This is an optimization exercise on Yosys and OpenROAD, whose aim is a short achievable clock period and few clock cycles, not a production implementation.
In this exercise RTL edits were held to simulation tests only and were not proved equivalent to the original.
No activity file was given, so power comes from the tool's default toggle rates.

// mips_pipeline_top
module mips_pipeline_top (
    input  logic        clk,
    input  logic        rst,
    input  logic [31:0] Memory_out,
    input  logic [31:0] Inst_out,
    output logic [31:0] Pc_out,
    output logic [31:0] Ex_Mem_out3,
    output logic [31:0] Ex_Mem_out4,
    output logic        Memread,
    output logic        Memwrite
);
    logic [31:0] pc, ras;
    logic        d_valid, d_pred;
    logic [31:0] d_inst, d_pc1, d_btarget, d_jrpred, d_rsv, d_rtv;
    logic        d_ex_rs, d_ex_rt, d_mem_rs, d_mem_rt;
    logic        e_regwrite, e_load, e_store, e_beq, e_bne, e_jr, e_pred;
    logic        e_sub, e_and, e_or, e_slt, e_add;
    logic [4:0]  e_dest;
    logic [31:0] e_a, e_bx, e_st, e_redir, e_jrpred;
    logic        e_st_ld;      
    logic        m_regwrite, m_load, m_store;
    logic [4:0]  m_dest;
    logic [31:0] m_result, m_st;
    logic [31:0] regs [32];
    logic [31:0] pc1, f_btarget, f_jtarget;
    logic [5:0]  f_op, f_fn;
    logic        f_is_j, f_is_jal, f_is_br, f_pred, f_is_jr, f_rs_eq_rt;
    assign f_op       = Inst_out[31:26];
    assign f_fn       = Inst_out[5:0];
    assign f_rs_eq_rt = Inst_out[25:21] == Inst_out[20:16];
  ...
==> flow/config.mk <==
export PLATFORM = sky130hd
export DESIGN_NAME = mips_pipeline_top
export DESIGN_NICKNAME = mips_pipeline_top
export VERILOG_FILES = /design/flow/design.v
export SDC_FILE = /design/flow/constraint.sdc
export NUM_CORES = 4
export LEC_CHECK = 0
export CAP_MARGIN = 20
export CORE_MARGIN = 2
export CORE_UTILIZATION = 40
export SETUP_SLACK_MARGIN = 4.0
export SLEW_MARGIN = 20
export SYNTH_HIERARCHICAL = 1
==> flow/constraint.sdc <==
create_clock -name core_clock -period 7.0 [get_ports {clk}]
set_input_delay 1.4000 -clock core_clock [delete_from_list [all_inputs] [get_ports {clk}]]
set_output_delay 1.4000 -clock core_clock [all_outputs]
set_load 0.01 [all_outputs]
standard.sh (not shown) runs the stock make flow with config.mk's settings and CLKGATE_MAP_FILE= SYNTH_SCRIPT=/design/flow/synth_recipe.tcl, a recipe that flattens the netlist after the stock synthesis.
==> flow/flow/run.sh <==
#!/bin/bash
# The standard layout (standard.sh: ORFS synthesis through finish), with two
# changes:
#  - ADDER_MAP_FILE is left empty, so synthesis does not extract half/full
#    adders into the library's ha/fa cells and ABC maps all adder logic itself;
#  - the port buffers that global placement adds are sky130_fd_sc_hd__buf_4
#    (BUFFER_PORTS_ARGS) instead of the delay-buffer cell buffer_ports picks by
#    itself, which the footprint-matched repair before routing cannot resize.
# Every port still gets its buffer; registers, floorplan, power grid,
# placement, CTS and routing are the standard flow's. The whole make output goes
# to flow_make.log in this folder; ORFS keeps each step's log under orfs/logs/.
set -euo pipefail
bash standard.sh ADDER_MAP_FILE= "BUFFER_PORTS_ARGS=-buffer_cell sky130_fd_sc_hd__buf_4" finish > flow_make.log 2>&1
Testbench counts at the start, summed over its fixed seeds: cycles 51,517.
Edit:
--- a/flow/design.v
+++ b/flow/design.v
@@ -100,28 +100,27 @@
     assign hit_rs = d_ex_rs;
     assign hit_rt = d_ex_rt;
     assign stall  = e_load && ((uses_rs && hit_rs) || (uses_rt && hit_rt && !i_store));
     logic [31:0] oth_a, oth_b, nxt_a, nxt_bx, nxt_st;
     assign oth_a = i_link ? d_pc1 : rs_val;
     assign oth_b = i_link ? 32'd0 : i_imm ? imm_val : rt_val;
-    logic [31:0] rs_vb, rt_vb, sp, need_s, need_t;
-    logic        rs_mld, rt_mld, id_res, id_eq, eq_direct, eq_sum_s, eq_sum_t, id_taken, id_mis;
+    logic [31:0] rs_vb, rt_vb, kv, sp, need;
+    logic        rs_mld, rt_mld, id_res, id_eq, eq_direct, eq_sum, id_taken, id_mis;
     logic [31:0] id_target;
     assign rs_vb  = d_rsv;
     assign rt_vb  = d_rtv;
     assign rs_mld = m_load && d_mem_rs;
     assign rt_mld = m_load && d_mem_rt;
     assign id_res = (hit_rs || hit_rt) ? (e_add && !e_load && !(hit_rs && hit_rt))
                                        : !(rs_mld || rt_mld);
     assign eq_direct = (rs_vb == rt_vb);
-    assign sp     = a ^ (e_sub ? ~bx : bx);    
-    assign need_s = {(sp[30:0] & ~rt_vb[30:0]) | (~sp[30:0] & a[30:0]), e_sub};
-    assign need_t = {(sp[30:0] & ~rs_vb[30:0]) | (~sp[30:0] & a[30:0]), e_sub};
-    assign eq_sum_s = ((sp ^ rt_vb) == need_s);
-    assign eq_sum_t = ((sp ^ rs_vb) == need_t);
-    assign id_eq    = hit_rs ? eq_sum_s : hit_rt ? eq_sum_t : eq_direct;
+    assign kv   = hit_rs ? rt_vb : rs_vb;
+    assign sp   = a ^ (e_sub ? ~bx : bx);    
+    assign need = {(sp[30:0] & ~kv[30:0]) | (~sp[30:0] & a[30:0]), e_sub};
+    assign eq_sum   = ((sp ^ kv) == need);
+    assign id_eq    = (hit_rs || hit_rt) ? eq_sum : eq_direct;
     assign id_taken = i_beq ? id_eq : !id_eq;
     assign id_mis   = (i_beq || i_bne) && id_res && (id_taken != d_pred);
     assign id_target = d_pred ? d_pc1 : d_btarget;
     logic [31:0] st;
     logic        eq, taken, mispredict;
     logic [31:0] redirect;
- design area climbs by a few percent
- total power drops slightly
- worst setup slack improves by 0.016 ns
- worst hold slack degrades by 0.0067 ns
- critical path depth climbs by 1
- utilization climbs by 1.2 points
- non-clock buffer count climbs by 200
- sequential share of layout area drops by 0.98 points
Testbench counts after the change, summed over its fixed seeds: cycles 51,517.

==> what the ideal ports hide <==
No port has a modelled driver above. Below, the same layouts with a new extraction and two added sets of constraints.
Step 1 assumes that a clkbuf_16 drives the clock port and a buf_2 every other input.
Step 2 times the ports against the registers' clock, not the clock port: input delays grow and output delays shrink by t, the midpoint of the rising clock arrivals with the driver on.
Slacks: no drivers / after step 1 / after step 2; pairs: no drivers / after step 1.
run	t (ns)	setup slack, ns	worst setup path at the end	clock arrival spread, ns	pins driven straight from the clock port
the first run	1.062	3.372 / 3.330 / 2.268	input to register	0.061 / 0.061	1
the second run	1.069	3.387 / 3.387 / 2.376	input to register	0.076 / 0.076	1
After both steps setup and hold are still met in every run listed. The setup slack of the first run, which loses most, moves by -0.042 ns with the drivers and by -1.104 ns with both steps.
